Background: an optimization exercise with open tools, aiming at a short achievable clock period and few clock cycles. Do not read the settings as production practice.
RTL that was checked went through simulation tests only; none was proved equivalent to the original.
The RTL of runs 1 and 2 was laid out without a check of its function.
Power and IR drop assume default switching activity.

--- flow/run.sh ---
#!/bin/bash
# synth_recipe.tcl (not shown) runs the flow's synth.tcl, then flattens the netlist and writes it again
# the make line also repeats each setting of config.mk as NAME=value (left out here)
make -C /OpenROAD-flow-scripts/flow DESIGN_CONFIG=/design/flow/config.mk WORK_HOME=/design/flow/orfs CLKGATE_MAP_FILE= SYNTH_SCRIPT=/design/flow/synth_recipe.tcl finish
--- flow/config.mk ---
export PLATFORM = sky130hd
export DESIGN_NAME = axiToAhbBridge
export DESIGN_NICKNAME = axiToAhbBridge
export VERILOG_FILES = /design/flow/design.v
export SDC_FILE = /design/flow/constraint.sdc
export NUM_CORES = 4
export LEC_CHECK = 0
export ABC_CLOCK_PERIOD_IN_PS = 2000
export CAP_MARGIN = 20
export CORE_MARGIN = 2
export CORE_UTILIZATION = 55
export SETUP_SLACK_MARGIN = 3.3
export SLEW_MARGIN = 20
--- flow/constraint.sdc ---
create_clock -name core_clock -period 5.5 [get_ports {ACLK}]
set_input_delay 1.1000 -clock core_clock [delete_from_list [all_inputs] [get_ports {ACLK}]]
set_output_delay 1.1000 -clock core_clock [all_outputs]
set_load 0.01 [all_outputs]
--- flow/design.v ---
`default_nettype none
package axiAhbPkg;
    localparam int AddrWidth    = 32;
    localparam int DataWidth    = 32;
    localparam int IdWidth      = 4;
    localparam int MaxBeats     = 16;
    localparam int BeatIdxWidth = 4;
    typedef enum logic [1:0]
    {
        OKAY   = 2'd0,
        SLVERR = 2'd2
    } axiResp_e;
    typedef enum logic [1:0]
    {
        IDLE   = 2'd0,
        NONSEQ = 2'd2
    } ahbTrans_e;
    typedef enum logic [2:0]
    {
        BYTE = 3'd0,
        HALF = 3'd1,
        WORD = 3'd2
    } axiSize_e;
    typedef struct packed
    {
        logic [IdWidth-1:0]      id;
        logic [AddrWidth-1:0]    addr;
        logic [BeatIdxWidth-1:0] len;
        axiSize_e                size;
    } burstReq_t;
    typedef struct packed
    {
        logic [DataWidth-1:0] data;
        logic                 err;
    } readBeat_t;
endpackage
`default_nettype wire
`timescale 1ns/1ps
`default_nettype none
import axiAhbPkg::*;
module axiToAhbBridge (
    input  wire                                 ACLK,
    input  wire                                 rst,
    input  wire                                 awValid,
    output logic                                awReady,
    input  wire [axiAhbPkg::IdWidth-1:0]        awId,
    input  wire [axiAhbPkg::AddrWidth-1:0]      awAddr,
    input  wire [axiAhbPkg::BeatIdxWidth-1:0]   awLen,
    input  wire axiAhbPkg::axiSize_e            awSize,
    input  wire                                 wValid,
    output logic                                wReady,
    input  wire [axiAhbPkg::DataWidth-1:0]      wData,
    input  wire                                 wLast,
    output logic                                bValid,
    input  wire                                 bReady,
    output logic [axiAhbPkg::IdWidth-1:0]       bId,
    output axiAhbPkg::axiResp_e                 bResp,
    input  wire                                 arValid,
    output logic                                arReady,
    input  wire [axiAhbPkg::IdWidth-1:0]        arId,
    input  wire [axiAhbPkg::AddrWidth-1:0]      arAddr,
    input  wire [axiAhbPkg::BeatIdxWidth-1:0]   arLen,
    input  wire axiAhbPkg::axiSize_e            arSize,
    output logic                                rValid,
    input  wire                                 rReady,
    output logic [axiAhbPkg::IdWidth-1:0]       rId,
    output logic [axiAhbPkg::DataWidth-1:0]     rData,
    output axiAhbPkg::axiResp_e                 rResp,
    output logic                                rLast,
    output logic [axiAhbPkg::AddrWidth-1:0]     hAddr,
    output logic                                hWrite,
    output logic [2:0]                          hSize,
    output axiAhbPkg::ahbTrans_e                hTrans,
    output logic [axiAhbPkg::DataWidth-1:0]     hWData,
    input  wire [axiAhbPkg::DataWidth-1:0]      hRData,
    input  wire                                 hReady,
    input  wire                                 hResp
);
    logic                 awReadyQ;   
    logic                 awFullQ;    
    logic [IdWidth-1:0]   awIdQ;
    logic [AddrWidth-1:0] awAddrQ;
    logic [3:0]           awLenQ;
    logic [2:0]           awSizeQ;
    logic                 arReadyQ;
    logic                 arFullQ;
    logic [IdWidth-1:0]   arIdQ;
    logic [AddrWidth-1:0] arAddrQ;
    logic [3:0]           arLenQ;
    logic [2:0]           arSizeQ;
    logic [DataWidth-1:0] wBuf [2];
    logic                 wWr;
    logic                 wRd;
    logic                 wEmpty;
    logic                 wReadyQ;    
    logic                 wFullQ;     
    logic                 bAct;
    logic                 hTransQ;
    logic                 hTransO;    
    logic                 hWriteI;
    logic [AddrWidth-1:0] hAddrI;
    logic [2:0]           hSizeI;
    logic                 hWriteO;
    logic [AddrWidth-1:0] hAddrO;
    logic [2:0]           hSizeO;
    logic                 hLastQ;     
    logic [3:0]           curLeft;    
    logic [DataWidth-1:0] wdPend;     
    logic                 dpAct;
    logic                 dpWr;
    logic                 dpLast;
    logic [DataWidth-1:0] hWDataS;    
    logic [DataWidth-1:0] hWDataO;
    logic                 wrBusy;     
    logic [IdWidth-1:0]   wrId;
    logic [IdWidth-1:0]   wrIdO;
    logic                 errAcc;
    logic                 bValidQ;
    logic                 bErrQ;
    logic                 bErrO;
    logic                 rdBusy;     
    logic [IdWidth-1:0]   rdId;
    logic [IdWidth-1:0]   rdIdO;
    logic                 rValidQ;
    logic [DataWidth-1:0] rDataI;
    logic                 rErrI;
    logic                 rLastI;
    logic [DataWidth-1:0] rDataO;
    logic                 rErrO;
    logic                 rLastO;
    logic [DataWidth+1:0] rBuf [4];
    logic [1:0]           rWr;
    logic [1:0]           rRd;
    logic [4:0]           rCnt;       
    assign awReady = awReadyQ;
    assign arReady = arReadyQ;
    assign wReady  = wReadyQ;
    assign hTrans  = hTransO ? NONSEQ : IDLE;
    assign hWrite  = hWriteO;
    assign hAddr   = hAddrO;
    assign hSize   = hSizeO;
    assign hWData  = hWDataO;
    assign bValid  = bValidQ;
    assign bId     = wrIdO;
    assign bResp   = bErrO ? SLVERR : OKAY;
    assign rValid  = rValidQ;
    assign rId     = rdIdO;
    assign rData   = rDataO;
    assign rResp   = rErrO ? SLVERR : OKAY;
    assign rLast   = rLastO;
    logic                 awAvail;
    logic [IdWidth-1:0]   awIdS;
    logic [AddrWidth-1:0] awAddrS;
    logic [3:0]           awLenS;
    logic [2:0]           awSizeS;
    logic                 arAvail;
    logic [IdWidth-1:0]   arIdS;
    logic [AddrWidth-1:0] arAddrS;
    logic [3:0]           arLenS;
    logic [2:0]           arSizeS;
    assign awAvail = awFullQ || awValid;
    assign awIdS   = awFullQ ? awIdQ   : awId;
    assign awAddrS = awFullQ ? awAddrQ : awAddr;
    assign awLenS  = awFullQ ? awLenQ  : awLen;
    assign awSizeS = awFullQ ? awSizeQ : awSize;
    assign arAvail = arFullQ || arValid;
    assign arIdS   = arFullQ ? arIdQ   : arId;
    assign arAddrS = arFullQ ? arAddrQ : arAddr;
    assign arLenS  = arFullQ ? arLenQ  : arLen;
    assign arSizeS = arFullQ ? arSizeQ : arSize;
    logic                 wIn;
    logic                 wAvail;
    logic [DataWidth-1:0] wHead;
    assign wIn    = wValid && !wFullQ;
    assign wAvail = !wEmpty || wIn;
    assign wHead  = wEmpty ? wData : wBuf[wRd];
    logic credOK;
    assign credOK = rCnt[0] || rCnt[1];
    logic canUpd;
    logic endB;
    logic wrSel;
    logic startWr;
    logic startRd;
    logic pres;
    logic presWr;
    assign canUpd  = !hTransQ || hReady;
    assign endB    = hTransQ && hLastQ;
    assign wrSel   = awAvail && !wrBusy;
    assign startWr = canUpd && !bAct && wrSel;
    assign startRd = canUpd && !bAct && !wrSel && arAvail && !rdBusy;
    always_comb
    begin
        if (bAct)
            pres = !endB && (hWriteI ? wAvail : credOK);
        else if (wrSel)
            pres = awAvail && wAvail;
        else
            pres = arAvail && !rdBusy;
    end
    assign presWr = canUpd && pres && (bAct ? hWriteI : wrSel);
    logic rdDone;
    logic wrDoneBeat;
    assign rdDone     = dpAct && !dpWr && hReady;
    assign wrDoneBeat = dpAct && dpWr && hReady;
    logic rOutFree;
    logic rEmpty;
    logic rPop;
    logic rPush;
    assign rOutFree = !rValidQ || rReady;
    assign rEmpty   = rCnt[0];
    assign rPop     = rOutFree && !rEmpty;
    assign rPush    = rdDone && !(rOutFree && rEmpty);
    logic [11:0] sizeMask;    
    logic [11:0] onesBelow;   
    logic [11:0] carryIn;
    logic [11:0] addrInc;
    always_comb
    begin
        for (int i = 0; i < 12; i++)
        begin
            sizeMask[i]  = (i >= int'(hSizeI));
            onesBelow[i] = hAddrI[i] || !sizeMask[i];
        end
        carryIn[0] = sizeMask[0];
        for (int i = 1; i < 12; i++)
            carryIn[i] = sizeMask[i] && (&(onesBelow | ~((12'd1 << i) - 12'd1)));
        for (int i = 0; i < 12; i++)
            addrInc[i] = carryIn[i] ? !hAddrI[i] : hAddrI[i];
    end
    logic [AddrWidth-1:0] hAddrN;
    logic [2:0]           hSizeN;
    logic                 hWriteN;
    always_comb
    begin
        if (bAct)
        begin
            hAddrN  = hTransQ ? {hAddrI[31:12], addrInc} : hAddrI;
            hSizeN  = hSizeI;
            hWriteN = hWriteI;
        end
        else if (wrSel)
        begin
            hAddrN  = awAddrS;
            hSizeN  = awSizeS;
            hWriteN = 1'b1;
        end
        else
        begin
            hAddrN  = arAddrS;
            hSizeN  = arSizeS;
            hWriteN = 1'b0;
        end
    end
    logic [DataWidth+1:0] rNext;
    logic                 rLoadNew;
    assign rNext    = rEmpty ? {hRData, hResp, dpLast} : rBuf[rRd];
    assign rLoadNew = rOutFree && (!rEmpty || rdDone);
    always_ff @(posedge ACLK)
    begin
        if (rst)
        begin
            awReadyQ <= 1'b1;
            arReadyQ <= 1'b1;
            awFullQ  <= 1'b0;
            arFullQ  <= 1'b0;
            wWr      <= 1'b0;
            wRd      <= 1'b0;
            wEmpty   <= 1'b1;
            wReadyQ  <= 1'b1;
            wFullQ   <= 1'b0;
            bAct     <= 1'b0;
            hTransQ  <= 1'b0;
            dpAct    <= 1'b0;
            wrBusy   <= 1'b0;
            bValidQ  <= 1'b0;
            rdBusy   <= 1'b0;
            rValidQ  <= 1'b0;
            rWr      <= 2'd0;
            rRd      <= 2'd0;
            rCnt     <= 5'b00001;
        end
        else
        begin
            awReadyQ <= awFullQ ? startWr : (!awValid || startWr);
            arReadyQ <= arFullQ ? startRd : (!arValid || startRd);
            awFullQ  <= awFullQ ? !startWr : (awValid && !startWr);
            arFullQ  <= arFullQ ? !startRd : (arValid && !startRd);
            if (wIn)
                wWr <= !wWr;
            if (presWr)
                wRd <= !wRd;
            if (wIn && !presWr)
            begin
                wEmpty  <= 1'b0;
                wReadyQ <= wEmpty;
                wFullQ  <= !wEmpty;
            end
            else if (presWr && !wIn)
            begin
                wEmpty  <= !wFullQ;
                wReadyQ <= 1'b1;
                wFullQ  <= 1'b0;
            end
            if (canUpd)
            begin
                hTransQ <= pres;
                if (bAct)
                    bAct <= !endB;
                else
                    bAct <= startWr || startRd;
            end
            if (hReady)
                dpAct <= hTransQ;
            if (startWr)
                wrBusy <= 1'b1;
            else if (bValidQ && bReady)
                wrBusy <= 1'b0;
            if (wrDoneBeat && dpLast)
                bValidQ <= 1'b1;
            else if (bReady)
                bValidQ <= 1'b0;
            if (startRd)
                rdBusy <= 1'b1;
            else if (rValidQ && rReady && rLastI)
                rdBusy <= 1'b0;
            if (rOutFree)
                rValidQ <= !rEmpty || rdDone;
            if (rPop)
                rRd <= rRd + 2'd1;
            if (rPush)
                rWr <= rWr + 2'd1;
            if (rPush && !rPop)
                rCnt <= {rCnt[3:0], 1'b0};
            else if (rPop && !rPush)
                rCnt <= {1'b0, rCnt[4:1]};
        end
    end
    always_ff @(posedge ACLK)
    begin
        if (!awFullQ)
        begin
            awIdQ   <= awId;
            awAddrQ <= awAddr;
            awLenQ  <= awLen;
            awSizeQ <= awSize;
        end
        if (!arFullQ)
        begin
            arIdQ   <= arId;
            arAddrQ <= arAddr;
            arLenQ  <= arLen;
            arSizeQ <= arSize;
        end
        if (wIn)
            wBuf[wWr] <= wData;
        if (canUpd)
        begin
            wdPend <= wHead;
            if (bAct)
            begin
                if (hTransQ)
                begin
                    hAddrI[11:0] <= addrInc;
                    curLeft      <= curLeft - 4'd1;
                    hLastQ       <= (curLeft == 4'd1);
                end
            end
            else if (wrSel)
            begin
                hAddrI  <= awAddrS;
                curLeft <= awLenS;
                hLastQ  <= (awLenS == 4'd0);
            end
            else
            begin
                hAddrI  <= arAddrS;
                curLeft <= arLenS;
                hLastQ  <= (arLenS == 4'd0);
            end
        end
        if (!bAct && wrSel)
        begin
            hWriteI <= 1'b1;
            hSizeI  <= awSizeS;
            wrId    <= awIdS;
        end
        else if (!bAct && arAvail && !rdBusy)
        begin
            hWriteI <= 1'b0;
            hSizeI  <= arSizeS;
            rdId    <= arIdS;
        end
        if (hReady)
        begin
            dpWr    <= hWriteI;
            dpLast  <= hLastQ;
        end
        if (startWr)
            errAcc <= 1'b0;
        else if (wrDoneBeat)
            errAcc <= errAcc || hResp;
        if (wrDoneBeat && dpLast && !bValidQ)
            bErrQ <= errAcc || hResp;
        bErrO <= (wrDoneBeat && dpLast) ? (errAcc || hResp) : bErrQ;
        wrIdO <= startWr ? awIdS : wrId;
        rdIdO <= startRd ? arIdS : rdId;
        hTransO <= canUpd ? (pres && !rst) : hTransQ;
        if (rPush)
            rBuf[rWr] <= {hRData, hResp, dpLast};
        if (rLoadNew)
            {rDataI, rErrI, rLastI} <= rNext;
        if (hReady && hTransQ && hWriteI)
            hWDataS <= wdPend;
        hAddrO  <= canUpd ? hAddrN : hAddrI;
        hSizeO  <= canUpd ? hSizeN : hSizeI;
        hWriteO <= canUpd ? hWriteN : hWriteI;
        hWDataO <= hReady ? wdPend : hWDataS;
        {rDataO, rErrO, rLastO} <= rOutFree ? rNext : {rDataI, rErrI, rLastI};
    end
endmodule
`default_nettype wire
==> qor.yml, run 1 <==
status: "finished clean"
num-nets-final: 1880
clk_latency_ns: 0.60
synth_ff_type: "edfxtp_1"
synth_top_area_cell: "edfxtp_1"
portBuffers: 275
drv_slew: 0
skew_ns: 0.02690
power_density_nw_per_um2: 412.9
path_class: "in2reg"
ys_ff_latch: 577
hold_class: "reg2reg"
cts_root_buf: "clkbuf_16"
cts_buffers: 56
power.leakage_nw: 10.07
cts_buffer_depth: 3
via_count: 12360
drive_above_1_share_pct: 31.91
tightestPinTransition_ns: 1.021
cpMaxStageDelayCell: "o21bai_4"
ir_drop_v: 0.0002712
grt_max_degree: 68
finalSetupViolations: 0
max_freq_mhz: 457.7
design.die.area_um2: 40820
crit_chain: "clkdlybuf4s15_1 -> o21bai_4 -> buf_4 -> mux2_4 -> a221o_1"
yosys-top-cells-area: "edfxtp_1 49%, dfxtp_1 21%, mux2_2 8.4%"
finalWirelength_um: 46720
regArea_um2: 15080
synthDominantCellAreaShare_pct: 48.59
synth-seq-area-share_pct: 69.75
clk_pin_slew_ns: 0.06
postRouteAntennaNets: 0
place_congestion: 0.7497
cp_max_fo: 7
cp.buffers_inverters: 2
fillers: 2705
worstPathArrival_ns: 2.52
synthAdderAreaFrac_pct: 0.5801
rsz0062_at_grt: "true"
slew_headroom_pct: 31.91
drt-wirelength-per-cell_um: 20.50
multi_input_area_um2: 6282
end_kind: "flop"
period_needed_ns: 2.185
yosysWarnings: 1
syn_inst: 1385
synthXorXnorAreaFrac_pct: 0.4467
setup_ws_ns: 3.315
synthSimpleGateAreaFrac_pct: 4.043
die_y_um: 202.0
cts.sinks: 577
worstSetupStartpointType: "input port"
grt_pass1_wl_um: 70900
critPathMaxStageDelay_ns: 0.32
synthDistinctLibCells: 62
synthMuxAreaShare_pct: 17.69
hold_ws_ns: 0.4362
drcViolationCount: 0
place_ws_ns: 1.610
cts_max_level: 2
cts_tree: "yes"
syn-cell-area_um2: 21570
fin_tns_setup_ns: 0
antenna_found_initial: 3
synth_top_family_by_area: "multiplexers"
syn_area_per_cell_um2: 15.57
finalCritPeriodShare_pct: 39.73
dr.pass1.iters: 5
area_growth_pct: 24.51
drv_cap: 0
grt_overflow: 0
start_util_pct: 55.81
rows: 72
dp_hpwl_um: 26920
viasPerCell: 5.424
synthArstFlopShare_pct: 0
cp_top_family: "compound AO/OA/AOI/OAI gates"
synth-edff-count: 349
synth-compound-area-share_pct: 4.768
io_pins: 280
final-hold-violation-count: 0
die_w_um: 202.0
grt.total_usage_pct: 22.61
grt_pass1_vias: 12580
critical_path_required_ns: 5.84
core_area_um2: 38650
drtIter0Drc: 771
## cell usage after synthesis (all sizes together) (2+ instances only)
| library cell | count |
|---|---|
| a211o | 2 |
| a211oi | 5 |
| a21boi | 2 |
| a21o | 3 |
| a21oi | 53 |
| a221o | 2 |
| a221oi | 7 |
| a22oi | 3 |
| a311oi | 5 |
| a31o | 3 |
| a31oi | 4 |
| and2 | 6 |
| and3 | 5 |
| buf | 43 |
| clkbuf | 37 |
| dfxtp | 228 |
| edfxtp | 349 |
| ha | 10 |
| inv | 45 |
| mux2 | 191 |
| mux2i | 77 |
| mux4 | 34 |
| nand2 | 61 |
| nand2b | 9 |
| nand3 | 9 |
| nand3b | 3 |
| nand4 | 5 |
| nor2 | 68 |
| nor2b | 6 |
| nor3 | 10 |
| nor4 | 3 |
| o211a | 2 |
| o211ai | 2 |
| o21ai | 52 |
| o21bai | 3 |
| o221ai | 3 |
| o22ai | 8 |
| o31ai | 2 |
| or2 | 2 |
| or3 | 3 |
| xnor2 | 6 |
| xor2 | 5 |
## worst paths after layout
kind	cells past startpoint	slack (ns)	endpoint	start
worst max-delay path	5	3.32	hAddrI[7]$_DFFE_PP_	awValid
worst min register to register	0	0.44	hWDataS[17]$_DFFE_PP_	wdPend[17]$_DFFE_PN_
worst min-delay path	0	0.44	hWDataS[17]$_DFFE_PP_	wdPend[17]$_DFFE_PN_
worst max register to register	3	3.39	rDataO[6]$_DFF_P_	flop
## registers in the layout (all words and copies together) (netlist names), 5 cells and up, named ones only
signal   count
wdPend      32
rBuf       136
rDataO      32
hAddrO      32
hWDataO     32
hWDataS     32
wBuf        64
hAddrI      32
awAddrQ     32
rCnt         5
rDataI      32
arAddrQ     32
## layer usage
metal	global-route usage [%]	share of wire, %	wire [um]	vias to the layer above
li1	-	-	-	5826
met1	29.76	42	19720	6173
met2	37.79	50	23420	301
met3	4.434	5.6	2600	62
met4	7.694	2.1	983	0
met5	0	0	0	-
## cells by family (layout without fill, tap and decap cells)
group                      count (synthesis)  count (layout)
muxes                                    302             302
buffers and inverters                    125             484
DFF                                      577             577
other                                      1               6
AOI/OAI and AO/OA                        167             168
adders and majority gates                 10              10
xor gates and xnor gates                  11              11
and+or+nand+nor                          192             203
## cell type report
cell class,instances,share of cell area [%]
antenna,3,0.02795
clock buffer,83,6.168
clock inverter,23,0.6429
inverter,45,0.6709
multi-input combinational,697,23.39
sequential,577,56.15
tap,518,2.413
timing repair buffer,332,10.51
timing repair inverter,1,0.01863
## power breakdown
part           internal (mW)  total (mW)  leakage (nW)  switching [mW]
combinational          0.876        1.84          3.98           0.968
clock                   2.18        3.77         0.916            1.59
sequential              5.22        5.48          5.17           0.258
## layout by cell type (no fill, tap or decap), drive strengths merged, types with 53 or more instances in the layout
master	Yosys	layout
edfxtp	349	349
dfxtp	228	228
mux2	191	191
buf	43	170
clkdlybuf4s50	0	155
clkbuf	37	87
mux2i	77	77
nor2	68	70
nand2	61	61
a21oi	53	53
## through the flow
stage	cells	total power [mW]	utilization, %	instance area (um^2)
finish	2279	11.09	69.49	26860
global route	2279	11.54	69.49	26860
CTS	2263	11.15	68.91	26630
detailed placement	2112	7.445	64.15	24790
global placement	2112	7.397	64.15	24790
floorplan	1387	6.642	-	21830
## what timing repair did
action / in CTS / in global routing
resized for setup: 523 / 25
endpoints found under the setup margin: 542 / 196
pin swaps: 10 / 5
setup buffers: 34 / 8
hold buffers: 0 / 0
endpoints found under the hold margin: 0 / 0
cloned: 11 / 5
==> run 2: changes to the inputs <==
==> flow/flow/run.sh (new file) <==
#!/bin/bash
# The standard layout, with repair allowed to resize cells across footprints.
set -euo pipefail
cd "$(dirname "$0")/.."
bash standard.sh MATCH_CELL_FOOTPRINT=0 finish > flow_make.log 2>&1
==> flow/standard.sh (new file) <==
#!/bin/bash
# synth_recipe.tcl (not shown) runs the flow's synth.tcl, then flattens the netlist and writes it again
# the make line also repeats each setting of config.mk as NAME=value (left out here)
make -C /OpenROAD-flow-scripts/flow DESIGN_CONFIG=/design/flow/config.mk WORK_HOME=/design/flow/orfs CLKGATE_MAP_FILE= SYNTH_SCRIPT=/design/flow/synth_recipe.tcl "${@:-finish}"
removed: flow/run.sh
==> run 2 against run 1 <==
Clock-buffer cell count shrank 3. Sequential cell count is the same. Fmax shrank 2.9%. Synthesized cell count is the same. Die area is the same. Worst hold slack gained 0.0092 ns. Register-to-register slack is essentially flat. Clock power grew 2%. Clock skew shrank 0.0056 ns. Global-route usage shrank 0.35 points. First-iteration DRC count shrank 14%. Combinational power shrank 3%. Critical path type unchanged. Critical endpoint is now rBuf[2][7]$_DFFE_PP_. Largest power group unchanged. Highest routed layer unchanged.
==> qor.yml, run 2 <==
status: "finished clean"  # unchanged
rsz0062_at_grt: "true"  # unchanged
period_needed_ns: 2.251  # was 2.185 ns
die_w_um: 202.0  # unchanged
area_growth_pct: 24.35  # was 24.51%
synth-edff-count: 349  # unchanged
dr.pass1.iters: 5  # unchanged
design.die.area_um2: 40820  # unchanged
skew_ns: 0.02127  # was 0.02690 ns
grt.total_usage_pct: 22.26  # was 22.61%
r2r_start: "awFullQ$_SDFF_PP0_"
drv_cap: 0  # unchanged
power_density_nw_per_um2: 416.4  # was 412.9 nW/um^2
via_count: 12140  # was 12360
hold_class: "reg2reg"  # unchanged
largest_reg_flops: 136  # unchanged
ir_drop_v: 0.0002945  # was 0.0002712 V
cts_buffers: 56  # unchanged
yosysWarnings: 1  # unchanged
worstPathArrival_ns: 2.48  # was 2.52 ns
num-nets-final: 1859  # was 1880
hold_ws_ns: 0.4454  # was 0.4362 ns
holdPathEnd: "hWDataS[12]$_DFFE_PP_"  # was hWDataS[17]$_DFFE_PP_
critPathMaxStageDelay_ns: 0.56  # was 0.32 ns
cpMaxStageDelayCell: "and2_4"  # was o21bai_4
worstHoldStart: "wdPend[12]$_DFFE_PN_"  # was wdPend[17]$_DFFE_PN_
whs_path_depth: 0  # unchanged
finalSetupViolations: 0  # unchanged
ys_ff_latch: 577  # unchanged
cts_root_buf: "clkbuf_16"  # unchanged
stdcell_count: 2258  # was 2279
mostFrequentLayoutCells: "349 x edfxtp_1, 203 x dfxtp_1, 159 x mux2_2, 155 x clkdlybuf4s50_1, 77 x mux2i_1"  # was 349 x edfxtp_1, 207 x dfxtp_1, 159 x mux2_2, 155 x clkdlybuf4s50_1, 107 x buf_2
worstSetupStartpointType: "input port"  # unchanged
max_freq_mhz: 444.2  # was 457.7 MHz
power.leakage_nw: 10.18  # was 10.07 nW
fin_tns_setup_ns: 0  # unchanged
clk_latency_ns: 0.60  # about the same
r2r_slack_ns: 3.39  # about the same
io_pins: 280  # unchanged
dp_hpwl_um: 27260  # was 26920 um
largest_register: "rBuf"  # unchanged
tightestPinTransition_ns: 0.9669  # was 1.021 ns
fin_area_um2: 26820  # was 26860 um^2
synth_top_area_cell: "edfxtp_1"  # unchanged
reg_top3: "rBuf: 136 flops, wBuf: 64 flops"  # unchanged
worstReg2RegEnd: "hAddrI[7]$_DFFE_PP_"  # was rDataO[6]$_DFF_P_
start_util_pct: 55.81  # unchanged
path_class: "in2reg"  # unchanged
rows: 72  # unchanged
grt_overflow: 0  # unchanged
final_common_cell: "edfxtp_1"  # unchanged
place_inst: 2113  # was 2112
end_kind: "flop"  # unchanged
final-hold-violation-count: 0  # unchanged
finalCritPeriodShare_pct: 40.93  # was 39.73%
synth_ff_type: "edfxtp_1"  # unchanged
dpl-instance-area_um2: 24800  # was 24790 um^2
grt_pass1_vias: 12110  # was 12580
syn_inst: 1385  # unchanged
drv_slew: 0  # unchanged
grt_pass1_wl_um: 69540  # was 70900 um
portBuffers: 275  # unchanged
synth_common_cells: "349 x edfxtp_1, 228 x dfxtp_1, 161 x mux2_2"  # unchanged
syn_area_per_cell_um2: 15.57  # unchanged
synth-seq-area-share_pct: 69.75  # unchanged
drt-wirelength-per-cell_um: 20.17  # was 20.50 um
drcViolationCount: 0  # unchanged
antenna_found_initial: 3  # unchanged
postRouteAntennaNets: 0  # unchanged
yosys-top-cells-area: "edfxtp_1 49%, dfxtp_1 21%, mux2_2 8.4%"  # unchanged
cts_tree: "yes"  # unchanged
grt_max_degree: 69  # was 68
slew_headroom_pct: 35.49  # was 31.91%
synthDominantCellAreaShare_pct: 48.59  # unchanged
core_area_um2: 38650  # unchanged
worst-r2r-cell-count: 4  # was 3
viasPerCell: 5.376  # was 5.424
critical_path_required_ns: 5.73  # was 5.84 ns
synthDistinctLibCells: 62  # unchanged
synthArstFlopShare_pct: 0  # unchanged
crit_chain: "buf_2 -> nand3b_1 -> a21oi_4 -> and2_4"  # was clkdlybuf4s15_1 -> o21bai_4 -> buf_4 -> mux2_4 -> a221o_1
cts_max_level: 2  # unchanged
syn-cell-area_um2: 21570  # unchanged
ctsHoldBuffers: 0  # unchanged
finalWirelength_um: 45540  # was 46720 um
place_congestion: 0.7732  # was 0.7497
crit_cells: 4  # was 5
cp_max_fo: 34  # was 7
cts_buffer_depth: 3  # unchanged
cp.buffers_inverters: 1  # was 2
p_total_mw: 11.17  # was 11.09 mW
drive_above_1_share_pct: 29.99  # was 31.91%
synth.most_common_cell: "edfxtp_1"  # unchanged
cp_top_family: "simple AND/OR/NAND/NOR gates"  # was compound AO/OA/AOI/OAI gates
die_y_um: 202.0  # unchanged
drtIter0Drc: 664  # was 771
cts.sinks: 577  # unchanged
clk_pin_slew_ns: 0.06  # about the same
==> run 2: cell counts after synthesis <==
No cell type changed its count.
==> run 2: power by group <==
part           switching (mW)  internal (mW)  leakage, nW
registers               0.311           5.23         5.18
clock network            1.58           2.26        0.933
logic                   0.905          0.887         4.08
==> run 2: per-layer routing <==
layer / vias to the layer above / track usage, % / share of wire [%]
li1: 5762 / - / -
met1: 6013 / 29.15 / 42
met2: 315 / 37.75 / 50
met3: 50 / 5.111 / 6.2
met4: 0 / 5.541 / 1.4
met5: - / 0 / 0
==> run 2: layout make-up <==
class,instances,area (um^2)
flip-flops and latches,577,15090
fillers,2742,11830
multi-input cells,691,6220
repair buffers,318,2804
clock buffers,80,1645
well taps,518,648.1
clock inverters,26,231.5
inverters,45,177.7
diodes,3,7.507
==> run 2: stage by stage <==
stage	utilization, %	setup WS (ns)
6_report	69.40	3.249
5_1_grt	69.40	3.161
4_1_cts	69.56	3.197
3_5_place_dp	64.16	1.955
3_3_place_gp	64.16	2.004
2_1_floorplan	-	2.941
==> run 2: worst max-delay path by stage <==
stage                                  to  slack [ns]    start
finish               rBuf[2][7]$_DFFE_PP_        3.25   hReady
global route        rBuf[2][12]$_DFFE_PP_        3.16   hReady
CTS                 wBuf[1][24]$_DFFE_PP_        3.20   wValid
detailed placement      hAddrO[6]$_DFF_P_        1.95  awValid
global placement     hAddrI[11]$_DFFE_PP_        2.00  awValid
floorplan             rDataI[0]$_DFFE_PP_        2.94   rReady
==> run 2: timing repair <==
action	4_1_cts	5_1_grt
hold endpoints to repair	0	0
pin swaps	7	5
resized for setup	233	88
cloned	4	2
setup buffers	23	7
endpoints found under the setup margin	520	276
==> run 2: kinds of logic after synthesis <==
family,Yosys count,share of synthesized area (%)
buf+inv,125,2.709
compound gates,167,4.768
mux,302,17.69
simple gates,192,4.043
xor+xnor,11,0.4467
other cells,1,0.01739
flops,577,69.75
fa+ha+maj,10,0.5801
==> run 3: changes to the inputs <==
--- a/flow/design.v
+++ b/flow/design.v
@@ -186,8 +186,8 @@
     assign canUpd  = !hTransQ || hReady;
     assign endB    = hTransQ && hLastQ;
     assign wrSel   = awAvail && !wrBusy;
-    assign startWr = canUpd && !bAct && wrSel;
-    assign startRd = canUpd && !bAct && !wrSel && arAvail && !rdBusy;
+    assign startWr = !bAct && wrSel;
+    assign startRd = !bAct && !wrSel && arAvail && !rdBusy;
     always_comb
     begin
         if (bAct)
@@ -378,18 +378,15 @@
                 hLastQ  <= (arLenS == 4'd0);
             end
         end
-        if (!bAct && wrSel)
+        if (!bAct)
         begin
-            hWriteI <= 1'b1;
-            hSizeI  <= awSizeS;
-            wrId    <= awIdS;
-        end
-        else if (!bAct && arAvail && !rdBusy)
-        begin
-            hWriteI <= 1'b0;
-            hSizeI  <= arSizeS;
-            rdId    <= arIdS;
+            hWriteI <= wrSel;
+            hSizeI  <= wrSel ? awSizeS : arSizeS;
         end
+        if (!wrBusy)
+            wrId <= awIdS;
+        if (!rdBusy)
+            rdId <= arIdS;
         if (hReady)
         begin
             dpWr    <= hWriteI;
==> flow/run.sh (new file) <==
#!/bin/bash
# synth_recipe.tcl (not shown) runs the flow's synth.tcl, then flattens the netlist and writes it again
# the make line also repeats each setting of config.mk as NAME=value (left out here)
make -C /OpenROAD-flow-scripts/flow DESIGN_CONFIG=/design/flow/config.mk WORK_HOME=/design/flow/orfs CLKGATE_MAP_FILE= SYNTH_SCRIPT=/design/flow/synth_recipe.tcl finish
--- a/flow/config.mk
+++ b/flow/config.mk
@@ -9,5 +9,5 @@
 export CAP_MARGIN = 20
 export CORE_MARGIN = 2
 export CORE_UTILIZATION = 55
-export SETUP_SLACK_MARGIN = 3.3
+export SETUP_SLACK_MARGIN = 3.45
 export SLEW_MARGIN = 20
removed: flow/flow/run.sh
removed: flow/standard.sh
==> run 3 against run 2 <==
Still clean on timing, DRC and antenna. Routed wire length rose by 0.96%. Sequential share of layout area fell by 1.1 points. Clock-buffer cell count up 9. Via count is 1.4% higher. Clock power shrank 4%. Area after synthesis shrank 0.74%. Synthesized cell count hardly changed. Core utilization grew 1.9 points. Global-route usage grew 0.25 points. Worst setup slack gained 0.072 ns. Combinational power increased by 17%. Final area grew 2.5%.
==> qor.yml, run 3 <==
die_y_um: 201.3  # was 202.0 um
path_class: "reg2out"  # was in2reg
portBuffers: 275  # unchanged
grt_pass1_vias: 12240  # was 12110
wl_met2_um: 22640  # was 23000 um
top_layer: "met4"  # unchanged
rsz0062_at_grt: "true"  # unchanged
drt-wirelength-per-cell_um: 20.18  # was 20.17 um
cts_buffers: 56  # unchanged
num-nets-final: 1877  # was 1859
tightestPinTransition_ns: 1.042  # was 0.9669 ns
drv_cap: 0  # unchanged
cpMaxStageDelayCell: "dfxtp_4"  # was and2_4
cp_max_fo: 2  # was 34
p_total_mw: 11.39  # was 11.17 mW
syn_area_per_cell_um2: 15.45  # was 15.57 um^2
clk_pin_slew_ns: 0.06  # about the same
synth_common_cells: "346 x edfxtp_1, 231 x dfxtp_1, 191 x mux2_2"  # was 349 x edfxtp_1, 228 x dfxtp_1, 161 x mux2_2
grt_overflow: 0  # unchanged
grt_pass1_wl_um: 70020  # was 69540 um
drtIter0Drc: 639  # was 664
finalCritPeriodShare_pct: 39.62  # was 40.93%
antenna_found_initial: 6  # was 3
dpl-instance-area_um2: 24740  # was 24800 um^2
fin_area_um2: 27490  # was 26820 um^2
core_area_um2: 38560  # was 38650 um^2
finalWirelength_um: 45980  # was 45540 um
cts.sinks: 577  # unchanged
yosysWarnings: 1  # unchanged
skew_ns: 0.009825  # was 0.02127 ns
via_count: 12310  # was 12140
area_growth_pct: 28.40  # was 24.35%
reg_top3: "rBuf: 136 flops, wBuf: 64 flops"  # unchanged
hold_class: "reg2reg"  # unchanged
cts_max_level: 2  # unchanged
design.die.area_um2: 40520  # was 40820 um^2
mostFrequentLayoutCells: "346 x edfxtp_1, 173 x mux2_2, 153 x clkdlybuf4s50_1, 131 x dfxtp_1, 94 x buf_6"  # was 349 x edfxtp_1, 203 x dfxtp_1, 159 x mux2_2, 155 x clkdlybuf4s50_1, 77 x mux2i_1
cts_tree: "yes"  # unchanged
fin_tns_setup_ns: 0  # unchanged
switching_share_pct: 25.44  # was 25.00%
synth_ff_type: "edfxtp_1"  # unchanged
critical_path_required_ns: 4.40  # was 5.73 ns
power.leakage_nw: 10.07  # was 10.18 nW
ir_drop_v: 0.0002793  # was 0.0002945 V
io_pins: 280  # unchanged
worstPathArrival_ns: 1.08  # was 2.48 ns
synthArstFlopShare_pct: 0  # unchanged
period_needed_ns: 2.179  # was 2.251 ns
status: "finished clean"  # unchanged
wl_met3_um: 2949  # was 2806 um
syn_inst: 1386  # was 1385
dr.pass1.iters: 5  # unchanged
cp_top_family: "flip-flops"  # was simple AND/OR/NAND/NOR gates
end_kind: "output pin"  # was flop
rows: 72  # unchanged
synth-edff-count: 346  # was 349
critPathMaxStageDelay_ns: 0.36  # was 0.56 ns
synthDistinctLibCells: 65  # was 62
finalSetupViolations: 0  # unchanged
drive_above_1_share_pct: 37.34  # was 29.99%
p_int_mw: 8.494  # was 8.377 mW
grt.total_usage_pct: 22.51  # was 22.26%
cts_root_buf: "clkbuf_16"  # unchanged
p_switching_mw: 2.898  # was 2.793 mW
die_w_um: 201.3  # was 202.0 um
drv_slew: 0  # unchanged
wl_met1_um: 19040  # was 19080 um
p_seq_share_pct: 49.1  # was 49.6%
largest_register: "rBuf"  # unchanged
largest_reg_flops: 136  # unchanged
final_common_cell: "edfxtp_1"  # unchanged
start_util_pct: 55.53  # was 55.81%
crit_chain: "buf_6"  # was buf_2 -> nand3b_1 -> a21oi_4 -> and2_4
dp_hpwl_um: 26420  # was 27260 um
power_density_nw_per_um2: 414.4  # was 416.4 nW/um^2
yosys-top-cells-area: "edfxtp_1 49%, dfxtp_1 22%, mux2_2 10%"  # was edfxtp_1 49%, dfxtp_1 21%, mux2_2 8.4%
worstSetupStartpointType: "flop"  # was input port
max_freq_mhz: 458.9  # was 444.2 MHz
p_comb_share_pct: 18.5  # was 16.1%
viasPerCell: 5.404  # was 5.376
ys_ff_latch: 577  # unchanged
clk_latency_ns: 0.60  # about the same
final-hold-violation-count: 0  # unchanged
drcViolationCount: 0  # unchanged
grt_max_degree: 68  # was 69
place_congestion: 0.7889  # was 0.7732
clkPwrFrac_pct: 32.4  # was 34.4%
synth-seq-area-share_pct: 70.13  # was 69.75%
synth_top_area_cell: "edfxtp_1"  # unchanged
cts_buffer_depth: 3  # unchanged
synthDominantCellAreaShare_pct: 48.53  # was 48.59%
cp.buffers_inverters: 1  # unchanged
synth.most_common_cell: "edfxtp_1"  # unchanged
slew_headroom_pct: 30.50  # was 35.49%
syn-cell-area_um2: 21410  # was 21570 um^2
postRouteAntennaNets: 0  # unchanged
run 3: cell types whose count changed after synthesis, sizes merged, moves of 4 or more:
cell and delta:
o22ai -6, a21oi -12, buf -7, nand2 +9
nor2b -5, nor2 -4, a311oi -5, clkbuf +10
o21ai +7
run 3: per-stage QoR:
stage	setup slack, ns	std cells	util [%]	hold slack [ns]
after global routing	3.289	2276	71.28	0.4541
after detailed placement	1.779	2107	64.17	0.4310
after floorplan	2.917	1388	-	0.4204
after global placement	1.756	2107	64.17	0.4242
after CTS	3.284	2253	69.96	0.4450
final	3.321	2278	71.30	0.4432
run 3: path summary, 6_finish.rpt:
kind / from / endpoint / slack, ns / cells past startpoint
max: rValidQ$_SDFFE_PP0N_ / rValid / 3.32 / 1
min: wdPend[11]$_DFFE_PN_ / hWDataS[11]$_DFFE_PP_ / 0.44 / 0
min reg2reg: wdPend[11]$_DFFE_PN_ / hWDataS[11]$_DFFE_PP_ / 0.44 / 0
max reg2reg: hAddrI[2]$_DFFE_PP_ / hAddrI[10]$_DFFE_PP_ / 3.50 / 4
run 3: logic make-up after synthesis:
family	share of synthesized area (%)
xor gates and xnor gates	0.4500
muxes	17.18
adders and majority gates	0.5844
and+or+nand+nor	4.260
AOI/OAI and AO/OA	4.699
DFF	70.13
buffers and inverters	2.682
other	0.01752
run 3: layout make-up:
cell class | count | area (um^2)
repair buffers | 334 | 3423
flip-flops and latches | 577 | 15160
clock buffers | 89 | 1637
well taps | 518 | 648.1
diodes | 6 | 15.01
clock inverters | 16 | 140.1
inverters | 46 | 196.4
repair inverters | 1 | 5.005
fillers | 2658 | 11070
multi-input cells | 691 | 6266
run 3: timing repair:
action / in CTS / in global routing
buffers inserted: 30 / 18
resized for setup: 667 / 83
endpoints found under the hold margin: 0 / 0
pin swaps: 13 / 13
setup endpoints to repair: 544 / 227
gates cloned: 11 / 1
hold buffers: 0 / 0
run 3: layer usage:
metal	global-route usage, %	up-vias
met4	8.167	0
met5	0	-
met2	37.39	338
met3	4.697	80
met1	29.50	6083
li1	-	5810
run 3: power by group through the flow:
stage / logic (mW) / registers (mW) / clock network, mW
CTS: 1.97 / 5.58 / 3.78
finish: 2.10 / 5.60 / 3.69
floorplan: 1.19 / 5.56 / 0
detailed placement: 1.92 / 5.64 / 0
global placement: 1.89 / 5.62 / 0
global route: 2.28 / 5.66 / 3.94
Testbench counts of run 3, summed over its fixed seeds: cycles 21,232.
==> run 4: changes to the inputs <==
--- a/flow/config.mk
+++ b/flow/config.mk
@@ -9,5 +9,5 @@
 export CAP_MARGIN = 20
 export CORE_MARGIN = 2
 export CORE_UTILIZATION = 55
-export SETUP_SLACK_MARGIN = 3.45
+export SETUP_SLACK_MARGIN = 3.3
 export SLEW_MARGIN = 20
==> run 4 against run 3 <==
Worst hold slack barely moved. Sequential power decreased by 0.7%. Sequential share of layout area is 2.1 points higher. Fmax is 0.46% higher. Global-route usage is 0.12 points lower. Die area stayed put. Core utilization fell by 3.0 points. Synthesized cell count unchanged. Critical path depth unchanged. Clock skew grew 0.0072 ns. Clock power increased by 4%. Clock-buffer cell count is 1 higher. Largest power group unchanged.
==> qor.yml, run 4 <==
status: "finished clean"  # unchanged
cp_top_family: "flip-flops"  # unchanged
area_growth_pct: 23.06  # was 28.40%
ys_ff_latch: 577  # unchanged
postRouteAntennaNets: 0  # unchanged
synth.most_common_cell: "edfxtp_1"  # unchanged
synth_top_area_cell: "edfxtp_1"  # unchanged
drcViolationCount: 0  # unchanged
dr.pass1.iters: 5  # unchanged
cts_max_level: 2  # unchanged
final_common_cell: "edfxtp_1"  # unchanged
power_density_nw_per_um2: 423.4  # was 414.4 nW/um^2
syn_area_per_cell_um2: 15.45  # unchanged
start_util_pct: 55.53  # unchanged
grt_overflow: 0  # unchanged
finalWirelength_um: 45070  # was 45980 um
critical_path_required_ns: 4.40  # about the same
setup_ws_ns: 3.331  # was 3.321 ns
io_pins: 280  # unchanged
tightestPinTransition_ns: 1.058  # was 1.042 ns
reg_top3: "rBuf: 136 flops, wBuf: 64 flops"  # unchanged
drv_cap: 0  # unchanged
core_area_um2: 38560  # unchanged
yosys-top-cells-area: "edfxtp_1 49%, dfxtp_1 22%, mux2_2 10%"  # unchanged
cts_tree: "yes"  # unchanged
via_count: 12060  # was 12310
die_y_um: 201.3  # unchanged
gr-usage-met3_pct: 5.021  # was 4.697%
place_congestion: 0.7667  # was 0.7889
grt_use_met2_pct: 38.00  # was 37.39%
drt-wirelength-per-cell_um: 20.12  # was 20.18 um
portBuffers: 275  # unchanged
largest_reg_flops: 136  # unchanged
grt_pass1_wl_um: 70100  # was 70020 um
synthArstFlopShare_pct: 0  # unchanged
clk_pin_slew_ns: 0.06  # about the same
hold_class: "reg2reg"  # unchanged
fillers: 2858  # was 2658
ir_drop_v: 0.0002935  # was 0.0002793 V
mostFrequentLayoutCells: "346 x edfxtp_1, 200 x dfxtp_1, 185 x mux2_2, 153 x clkdlybuf4s50_1, 107 x buf_2"  # was 346 x edfxtp_1, 173 x mux2_2, 153 x clkdlybuf4s50_1, 131 x dfxtp_1, 94 x buf_6
cp.buffers_inverters: 1  # unchanged
finalCritPeriodShare_pct: 39.44  # was 39.62%
place_ws_ns: 1.840  # was 1.779 ns
num-nets-final: 1840  # was 1877
die_w_um: 201.3  # unchanged
drtIter0Drc: 681  # was 639
critPathMaxStageDelay_ns: 0.35  # was 0.36 ns
final-hold-violation-count: 0  # unchanged
grt_util_met1_pct: 28.89  # was 29.50%
grt_pass1_vias: 12410  # was 12240
cts_buffer_depth: 3  # unchanged
ctsHoldBuffers: 0  # unchanged
synth-seq-area-share_pct: 70.13  # unchanged
rsz0062_at_grt: "true"  # unchanged
skew_ns: 0.01702  # was 0.009825 ns
synthDistinctLibCells: 65  # unchanged
grt.total_usage_pct: 22.39  # was 22.51%
antenna_found_initial: 4  # was 6
crit_chain: "buf_6"  # unchanged
place_inst: 2109  # was 2107
p_total_mw: 11.16  # was 11.39 mW
fin_tns_setup_ns: 0  # unchanged
clk_latency_ns: 0.60  # about the same
max_freq_mhz: 461.0  # was 458.9 MHz
synth_common_cells: "346 x edfxtp_1, 231 x dfxtp_1, 191 x mux2_2"  # unchanged
cp_max_fo: 1  # was 2
largest_register: "rBuf"  # unchanged
power.leakage_nw: 9.637  # was 10.07 nW
grt_max_degree: 68  # unchanged
worstPathArrival_ns: 1.07  # was 1.08 ns
cpMaxStageDelayCell: "dfxtp_4"  # unchanged
viasPerCell: 5.383  # was 5.404
stdcell_count: 2240  # was 2278
rows: 72  # unchanged
yosysWarnings: 1  # unchanged
drive_above_1_share_pct: 31.26  # was 37.34%
end_kind: "output pin"  # unchanged
slew_headroom_pct: 29.43  # was 30.50%
cts.sinks: 577  # unchanged
drv_slew: 0  # unchanged
synth_ff_type: "edfxtp_1"  # unchanged
cts_root_buf: "clkbuf_16"  # unchanged
worstSetupStartpointType: "flop"  # unchanged
syn-cell-area_um2: 21410  # unchanged
busiest_layer: "met2"  # unchanged
cts_buffers: 57  # was 56
path_class: "reg2out"  # unchanged
synthDominantCellAreaShare_pct: 48.53  # unchanged
dp_hpwl_um: 26380  # was 26420 um
syn_inst: 1386  # unchanged
design.die.area_um2: 40520  # unchanged
finalSetupViolations: 0  # unchanged
period_needed_ns: 2.169  # was 2.179 ns
synth-edff-count: 346  # unchanged
==> run 4: cell counts after synthesis <==
No cell type changed its count.
==> run 4: logic make-up (layout without fill, tap and decap cells) <==
family | count (synthesis) | in the layout | share of synthesized area, %
flops | 577 | 577 | 70.13
mux | 301 | 301 | 17.18
simple gates | 198 | 204 | 4.260
compound gates | 159 | 159 | 4.699
buf+inv | 129 | 453 | 2.682
xor+xnor | 11 | 11 | 0.4500
fa+ha+maj | 10 | 10 | 0.5844
other cells | 1 | 7 | 0.01752
==> run 4: layout make-up <==
class	instances	area, um^2	area share (%)
well taps	518	648.1	2.460
inverters	46	196.4	0.7456
repair inverters	1	5.005	0.01900
repair buffers	299	2436	9.246
clock buffers	90	1745	6.625
flip-flops and latches	577	15070	57.20
clock inverters	17	137.6	0.5224
multi-input cells	688	6097	23.14
diodes	4	10.01	0.03799
==> run 4: repair_timing <==
action                     CTS  global route
hold endpoints to repair     0             0
gates cloned                 7             0
setup endpoints to repair  395           216
pin swaps                   10             4
resized for setup          528            21
setup buffers               10             3
==> run 4: routing by layer <==
metal | share of wire (%) | wire length [um]
met2 | 49 | 22170
met4 | 2.3 | 1025
met1 | 42 | 19060
met5 | 0 | 0
met3 | 6.2 | 2810
==> run 4: power by group <==
| group | internal (mW) | switching [mW] |
|---|---|---|
| Combinational | 0.838 | 0.911 |
| Sequential | 5.24 | 0.323 |
| Clock | 2.27 | 1.58 |
| Total | 8.34 | 2.81 |
==> run 4: worst register-to-register path, cell delays in order (launching register included) <==
cell	delay, ns
dfxtp_4	0.46
nor3_1	0.08
ha_2	0.24
or3_4	0.48
or4_1	0.52
a31oi_1	0.17
==> run 4: stage by stage <==
stage | util, % | hold WS, ns | area [um^2]
floorplan | - | 0.4204 | 21650
global placement | 63.99 | 0.4236 | 24670
detailed placement | 63.99 | 0.4296 | 24670
CTS | 68.10 | 0.4437 | 26260
global route | 68.31 | 0.4542 | 26340
finish | 68.33 | 0.4436 | 26350
==> run 4: path summary, 6_finish.rpt <==
path	start	endpoint	slack [ns]	cells past startpoint
min reg2reg	wdPend[9]$_DFFE_PN_	hWDataS[9]$_DFFE_PP_	0.44	0
max reg2reg	hSizeI[2]$_DFF_P_	hAddrI[10]$_DFFE_PP_	3.40	5
min	wdPend[9]$_DFFE_PN_	hWDataS[9]$_DFFE_PP_	0.44	0
max	rErrO$_DFF_P_	rResp[1]	3.33	1
==> run 5: changes to the inputs <==
--- a/flow/config.mk
+++ b/flow/config.mk
@@ -9,5 +9,7 @@
 export CAP_MARGIN = 20
 export CORE_MARGIN = 2
 export CORE_UTILIZATION = 55
+export CTS_CLUSTER_DIAMETER = 50
+export CTS_CLUSTER_SIZE = 20
 export SETUP_SLACK_MARGIN = 3.3
 export SLEW_MARGIN = 20
==> run 5 against run 4 <==
Non-clock buffer count is 3 higher. Via count fell by 0.61%. Sequential cell count unchanged. Combinational power hardly changed. Power is 4.3% lower. Highest routed layer unchanged. Clock-buffer cell count is 37 lower. Critical endpoint unchanged. Worst setup slack worse by 0.00078 ns. Critical path depth stayed put. Core utilization fell by 0.89 points. Largest power group unchanged.
==> qor.yml, run 5 <==
status: "finished clean"  # unchanged
dp_hpwl_um: 26380  # unchanged
place_congestion: 0.7667  # unchanged
viasPerCell: 5.395  # was 5.383
synthSimpleGateAreaFrac_pct: 4.260  # unchanged
area_growth_pct: 21.46  # was 23.06%
synth.most_common_cell: "edfxtp_1"  # unchanged
cts_buffer_depth: 3  # unchanged
grt.total_usage_pct: 22.35  # was 22.39%
dpl-instance-area_um2: 24670  # unchanged
reg_top3: "rBuf: 136 flops, wBuf: 64 flops"  # unchanged
place_ws_ns: 1.840  # unchanged
dr.pass1.iters: 5  # unchanged
synthAdderAreaFrac_pct: 0.5844  # unchanged
power.leakage_nw: 9.466  # was 9.637 nW
synthDistinctLibCells: 65  # unchanged
syn_inst: 1386  # unchanged
mostFrequentLayoutCells: "346 x edfxtp_1, 196 x dfxtp_1, 185 x mux2_2, 153 x clkdlybuf4s50_1, 110 x buf_2"  # was 346 x edfxtp_1, 200 x dfxtp_1, 185 x mux2_2, 153 x clkdlybuf4s50_1, 107 x buf_2
fin_util_pct: 67.44  # was 68.33%
r2r_slack_ns: 3.38  # was 3.40 ns
yosysWarnings: 1  # unchanged
cts_root_buf: "clkbuf_16"  # unchanged
die_w_um: 201.3  # unchanged
drcViolationCount: 0  # unchanged
clk_pin_slew_ns: 0.08  # was 0.06 ns
ir_drop_v: 0.0002974  # was 0.0002935 V
max_freq_mhz: 460.8  # was 461.0 MHz
design.die.area_um2: 40520  # unchanged
worstSetupStartpointType: "flop"  # unchanged
finalSetupViolations: 0  # unchanged
hold_class: "reg2reg"  # unchanged
rsz0062_at_grt: "true"  # unchanged
synth_top_area_cell: "edfxtp_1"  # unchanged
io_pins: 280  # unchanged
synth-edff-count: 346  # unchanged
clk_latency_ns: 0.59  # was 0.60 ns
power_density_nw_per_um2: 410.7  # was 423.4 nW/um^2
tightestPinTransition_ns: 1.061  # was 1.058 ns
period_needed_ns: 2.170  # was 2.169 ns
drv_cap: 0  # unchanged
cp.buffers_inverters: 1  # unchanged
grt_overflow: 0  # unchanged
path_class: "reg2out"  # unchanged
cp_max_fo: 1  # unchanged
multi_input_area_um2: 6108  # was 6097 um^2
synthMuxAreaShare_pct: 17.18  # unchanged
final-hold-violation-count: 0  # unchanged
synth-seq-area-share_pct: 70.13  # unchanged
critPathMaxStageDelay_ns: 0.37  # was 0.35 ns
largest_reg_flops: 136  # unchanged
syn_area_per_cell_um2: 15.45  # unchanged
synthXorXnorAreaFrac_pct: 0.4500  # unchanged
ys_ff_latch: 577  # unchanged
cts_tree: "yes"  # unchanged
fin_area_um2: 26000  # was 26350 um^2
antenna_found_initial: 5  # was 4
yosys-top-cells-area: "edfxtp_1 49%, dfxtp_1 22%, mux2_2 10%"  # unchanged
fillers: 2900  # was 2858
drive_above_1_share_pct: 31.84  # was 31.26%
drtIter0Drc: 779  # was 681
crit_chain: "buf_6"  # unchanged
rows: 72  # unchanged
slew_headroom_pct: 29.23  # was 29.43%
via_count: 11980  # was 12060
synthDominantCellAreaShare_pct: 48.53  # unchanged
num-nets-final: 1832  # was 1840
grt_pass1_wl_um: 69830  # was 70100 um
drv_slew: 0  # unchanged
synth_top_family_by_area: "multiplexers"  # unchanged
grt_pass1_vias: 12280  # was 12410
die_y_um: 201.3  # unchanged
synth_ff_type: "edfxtp_1"  # unchanged
cts_max_level: 2  # unchanged
syn-cell-area_um2: 21410  # unchanged
fin_tns_setup_ns: 0  # unchanged
final_common_cell: "edfxtp_1"  # unchanged
core_area_um2: 38560  # unchanged
synth_common_cells: "346 x edfxtp_1, 231 x dfxtp_1, 191 x mux2_2"  # unchanged
setup_ws_ns: 3.330  # was 3.331 ns
cts_buffers: 45  # was 57
start_util_pct: 55.53  # unchanged
largest_register: "rBuf"  # unchanged
synth-compound-area-share_pct: 4.699  # unchanged
portBuffers: 275  # unchanged
cpMaxStageDelayCell: "dfxtp_4"  # unchanged
finalCritPeriodShare_pct: 39.45  # was 39.44%
finalWirelength_um: 45070  # about the same
synthArstFlopShare_pct: 0  # unchanged
cp_top_family: "flip-flops"  # unchanged
drt-wirelength-per-cell_um: 20.29  # was 20.12 um
cts.sinks: 577  # unchanged
critical_path_required_ns: 4.40  # about the same
grt_max_degree: 68  # unchanged
worstPathArrival_ns: 1.07  # about the same
postRouteAntennaNets: 0  # unchanged
end_kind: "output pin"  # unchanged
regArea_um2: 15080  # was 15070 um^2
skew_ns: 0.02639  # was 0.01702 ns
==> run 5: cell counts after synthesis <==
Identical to the previous run, type by type.
==> run 5: cell families (layout without fill, tap and decap cells) <==
logic type / after synthesis / in the layout
AOI/OAI and AO/OA: 159 / 159
xor gates and xnor gates: 11 / 11
adders and majority gates: 10 / 10
buffers and inverters: 129 / 433
DFF: 577 / 577
muxes: 301 / 301
other: 1 / 7
and+or+nand+nor: 198 / 205
==> run 5: timing repair <==
action	CTS	global route
hold buffers	0	0
buffers inserted	12	4
gates resized for setup	530	18
cloned	8	0
pin swaps	10	2
setup endpoints to repair	403	212
==> run 5: stage by stage <==
stage,hold slack [ns],power (mW),instances
floorplan,0.4204,6.700,1388
global placement,0.4236,7.461,2109
global route,0.4569,11.16,2219
detailed placement,0.4296,7.521,2109
CTS,0.4477,10.76,2213
finish,0.4437,10.68,2221
==> run 5: area by class of cell <==
cell class                      instances  area share, %
Inverter                               46         0.7554
Clock inverter                         31          1.314
Multi-Input combinational cell        689          23.49
Clock buffer                           53          4.610
Antenna cell                            4        0.03849
Timing Repair inverter                  1        0.01925
Tap cell                              518          2.492
Timing Repair Buffer                  302          9.306
Sequential cell                       577          57.98
==> run 5: final timing paths <==
path / from / cells after the start / end
max: rErrO$_DFF_P_ / 1 / rResp[1]
min: wdPend[17]$_DFFE_PN_ / 0 / hWDataS[17]$_DFFE_PP_
max reg2reg: hAddrI[2]$_DFFE_PP_ / 7 / hAddrI[9]$_DFFE_PP_
min reg2reg: wdPend[17]$_DFFE_PN_ / 0 / hWDataS[17]$_DFFE_PP_
==> run 5: power by group <==
group / switching, mW / internal (mW)
Sequential: 0.325 / 5.23
Combinational: 0.915 / 0.833
Clock: 1.64 / 1.74
==> run 5: worst reg2reg max path, cell delays in order (launching register included) <==
cell and delay, ns:
edfxtp_1 0.56, a211oi_4 0.43, nor3_4 0.14, and3_1 0.21, ha_1 0.21, xor2_1 0.15, nand2_1 0.07, o21ai_0 0.09
==> run 5: metal layers <==
layer  wire, um  track usage [%]
met2      21960            37.39
met3       2550            4.616
met5          0                0
met1      19480            29.39
met4       1074            7.353
==> run 6: changes to the inputs <==
==> flow/config.mk (replaced) <==
export PLATFORM = sky130hd
export DESIGN_NAME = axiToAhbBridge
export DESIGN_NICKNAME = axiToAhbBridge
export VERILOG_FILES = /design/flow/design.v
export SDC_FILE = /design/flow/constraint.sdc
export NUM_CORES = 4
export LEC_CHECK = 0
export ABC_CLOCK_PERIOD_IN_PS = 1500
export CAP_MARGIN = 20
export CORE_MARGIN = 2
export CORE_UTILIZATION = 60
export GPL_ROUTABILITY_DRIVEN = 0
export GPL_TIMING_DRIVEN = 1
export SETUP_SLACK_MARGIN = 3.3
export SLEW_MARGIN = 20
==> run 6 against run 5 <==
Still clean on timing, DRC and antenna. Sequential cell count stayed put. Area after synthesis stayed put. Combinational power hardly changed. Register-to-register slack hardly changed. Non-clock buffer count is 4 higher. Sequential power hardly changed. Clock power is 14% higher. Critical endpoint is now wReadyQ$_SDFFE_PP1P_. Worst setup slack better by 0.0020 ns. Synthesized cell count stayed put. Clock skew is 0.014 ns lower. Routed wire length is 1.2% lower. Final area is 1.3% higher.
==> qor.yml, run 6 <==
die_y_um: 192.9  # was 201.3 um
postRouteAntennaNets: 0  # unchanged
ir_drop_v: 0.0003413  # was 0.0002974 V
synth_top_area_cell: "edfxtp_1"  # unchanged
yosys-top-cells-area: "edfxtp_1 49%, dfxtp_1 22%, mux2_2 10%"  # unchanged
power_density_nw_per_um2: 424.6  # was 410.7 nW/um^2
power.leakage_nw: 9.684  # was 9.466 nW
fin_area_um2: 26330  # was 26000 um^2
reg_top3: "rBuf: 136 flops, wBuf: 64 flops"  # unchanged
drv_slew: 0  # unchanged
rsz0062_at_grt: "true"  # unchanged
viasPerCell: 5.587  # was 5.395
largest_reg_flops: 136  # unchanged
syn_area_per_cell_um2: 15.45  # unchanged
slew_headroom_pct: 28.92  # was 29.23%
cts_max_level: 2  # unchanged
grt_overflow: 0  # unchanged
crit_chain: "dlygate4sd2_1 -> o21ba_4 -> mux2i_4 -> and4bb_2 -> inv_2 -> ha_4 -> nor2_1 -> nand2_1 -> a21o_1"  # was buf_6
skew_ns: 0.01266  # was 0.02639 ns
synth-seq-area-share_pct: 70.13  # unchanged
dp_hpwl_um: 25780  # was 26380 um
drive_above_1_share_pct: 31.73  # was 31.84%
finalCritPeriodShare_pct: 39.42  # was 39.45%
antenna_found_initial: 4  # was 5
regArea_um2: 15070  # was 15080 um^2
grt_max_degree: 68  # unchanged
cts_root_buf: "clkbuf_16"  # unchanged
synth-edff-count: 346  # unchanged
area_growth_pct: 23.00  # was 21.46%
synthArstFlopShare_pct: 0  # unchanged
rows: 69  # was 72
start_util_pct: 60.63  # was 55.53%
place_inst: 2050  # was 2109
synth_common_cells: "346 x edfxtp_1, 231 x dfxtp_1, 191 x mux2_2"  # unchanged
busiest_layer: "met2"  # unchanged
status: "finished clean"  # unchanged
stdcell_count: 2188  # was 2221
dr.pass1.iters: 5  # unchanged
io_pins: 280  # unchanged
gr-usage-met3_pct: 5.092  # was 4.616%
critical_path_required_ns: 5.99  # was 4.40 ns
grt.total_usage_pct: 23.78  # was 22.35%
end_kind: "flop"  # was output pin
grt_pass1_wl_um: 67060  # was 69830 um
cp_max_fo: 5  # was 1
syn_inst: 1386  # unchanged
cts_buffer_depth: 3  # unchanged
grt_use_met2_pct: 40.38  # was 37.39%
portBuffers: 275  # unchanged
mostFrequentLayoutCells: "346 x edfxtp_1, 202 x dfxtp_1, 185 x mux2_2, 153 x clkdlybuf4s50_1, 114 x buf_2"  # was 346 x edfxtp_1, 196 x dfxtp_1, 185 x mux2_2, 153 x clkdlybuf4s50_1, 110 x buf_2
design.die.area_um2: 37210  # was 40520 um^2
p_total_mw: 11.18  # was 10.68 mW
path_class: "in2reg"  # was reg2out
drv_cap: 0  # unchanged
cts_buffers: 56  # was 45
core_area_um2: 35310  # was 38560 um^2
max_freq_mhz: 461.3  # was 460.8 MHz
synthDistinctLibCells: 65  # unchanged
finalWirelength_um: 44550  # was 45070 um
cp.buffers_inverters: 2  # was 1
hold_ws_ns: 0.4446  # was 0.4437 ns
dpl-instance-area_um2: 24590  # was 24670 um^2
synth.most_common_cell: "edfxtp_1"  # unchanged
setup_ws_ns: 3.332  # was 3.330 ns
place_ws_ns: 2.042  # was 1.840 ns
cp_top_family: "simple AND/OR/NAND/NOR gates"  # was flip-flops
critPathMaxStageDelay_ns: 0.28  # was 0.37 ns
grt_pass1_vias: 12200  # was 12280
tightestPinTransition_ns: 1.066  # was 1.061 ns
grt_util_met1_pct: 30.60  # was 29.39%
largest_register: "rBuf"  # unchanged
clk_latency_ns: 0.60  # was 0.59 ns
period_needed_ns: 2.168  # was 2.170 ns
fin_util_pct: 74.58  # was 67.44%
cts_tree: "yes"  # unchanged
clk_pin_slew_ns: 0.06  # was 0.08 ns
drtIter0Drc: 747  # was 779
yosysWarnings: 1  # unchanged
synthDominantCellAreaShare_pct: 48.53  # unchanged
hold_class: "reg2reg"  # unchanged
num-nets-final: 1847  # was 1832
fin_tns_setup_ns: 0  # unchanged
fillers: 2288  # was 2900
die_w_um: 192.9  # was 201.3 um
cpMaxStageDelayCell: "dlygate4sd2_1"  # was dfxtp_4
cts.sinks: 577  # unchanged
final-hold-violation-count: 0  # unchanged
synth_ff_type: "edfxtp_1"  # unchanged
finalSetupViolations: 0  # unchanged
drcViolationCount: 0  # unchanged
ys_ff_latch: 577  # unchanged
final_common_cell: "edfxtp_1"  # unchanged
syn-cell-area_um2: 21410  # unchanged
worstPathArrival_ns: 2.66  # was 1.07 ns
worstSetupStartpointType: "input port"  # was flop
multi_input_area_um2: 6121  # was 6108 um^2
drt-wirelength-per-cell_um: 20.36  # was 20.29 um
via_count: 12220  # was 11980
==> run 6: path summary, 6_finish.rpt <==
path / from / to / slack (ns) / depth (start not counted)
max reg2reg: bAct$_SDFFE_PP0N_ / wReadyQ$_SDFFE_PP1P_ / 3.39 / 9
min reg2reg: wdPend[1]$_DFFE_PN_ / hWDataS[1]$_DFFE_PP_ / 0.44 / 0
min: wdPend[1]$_DFFE_PN_ / hWDataS[1]$_DFFE_PP_ / 0.44 / 0
max: awValid / wReadyQ$_SDFFE_PP1P_ / 3.33 / 9
==> run 6: final cells by class <==
type | instances | share of cell area [%]
repair inverters | 1 | 0.01901
clock buffers | 84 | 6.457
repair buffers | 306 | 9.379
clock inverters | 21 | 0.7127
multi-input cells | 689 | 23.24
diodes | 3 | 0.02851
well taps | 461 | 2.190
flip-flops and latches | 577 | 57.24
inverters | 46 | 0.7270
==> run 6: kinds of logic after synthesis <==
| group | synth area share, % |
|---|---|
| compound gates | 4.699 |
| xor+xnor | 0.4500 |
| fa+ha+maj | 0.5844 |
| buf+inv | 2.682 |
| flops | 70.13 |
| mux | 17.18 |
| other cells | 0.01752 |
| simple gates | 4.260 |
==> run 6: what timing repair did <==
item,in CTS,in global routing
pin swaps,6,4
resized for setup,523,18
hold buffers,0,0
endpoints found under the setup margin,434,202
setup buffers,9,13
cloned,8,0
==> run 6: layer usage <==
metal	vias up	wire, um
met5	-	0
met1	6088	18460
met4	0	907
li1	5742	-
met2	336	22400
met3	58	2782
==> run 6: where the power goes <==
group | switching (mW) | total (mW) | internal, mW | leakage (nW)
logic | 0.910 | 1.76 | 0.848 | 3.57
clock network | 1.58 | 3.85 | 2.27 | 0.935
registers | 0.332 | 5.57 | 5.24 | 5.18

## what the ideal ports hide
No port has a modelled driver above. Below, the same layouts with a new extraction and two added sets of constraints.
Step 1: set_driving_cell puts a clkbuf_16 on ACLK and a buf_2 on each other input, an assumption about the parent block.
Step 2 also shifts input and output timing later by t, the mid clock arrival at the registers, as if the neighbouring blocks saw the same clock.
a / b / c = no drivers / after step 1 / after step 2; a / b = the first two.
run	t, ns	slack for setup (ns)	latest minus earliest clock arrival (ns)
run 1	0.640	3.315 / 3.261 / 2.621	0.027 / 0.028
run 2	0.649	3.249 / 3.210 / 2.561	0.022 / 0.022
run 3	0.652	3.321 / 3.266 / 2.785	0.010 / 0.010
run 4	0.643	3.331 / 3.277 / 2.733	0.019 / 0.019
run 5	0.632	3.330 / 3.275 / 2.722	0.027 / 0.026
run 6	0.647	3.332 / 3.279 / 2.690	0.016 / 0.016
After both steps setup and hold are still met in every run listed. For run 1, which loses most, drivers alone change the setup slack by -0.054 ns; drivers and shift together by -0.694 ns.
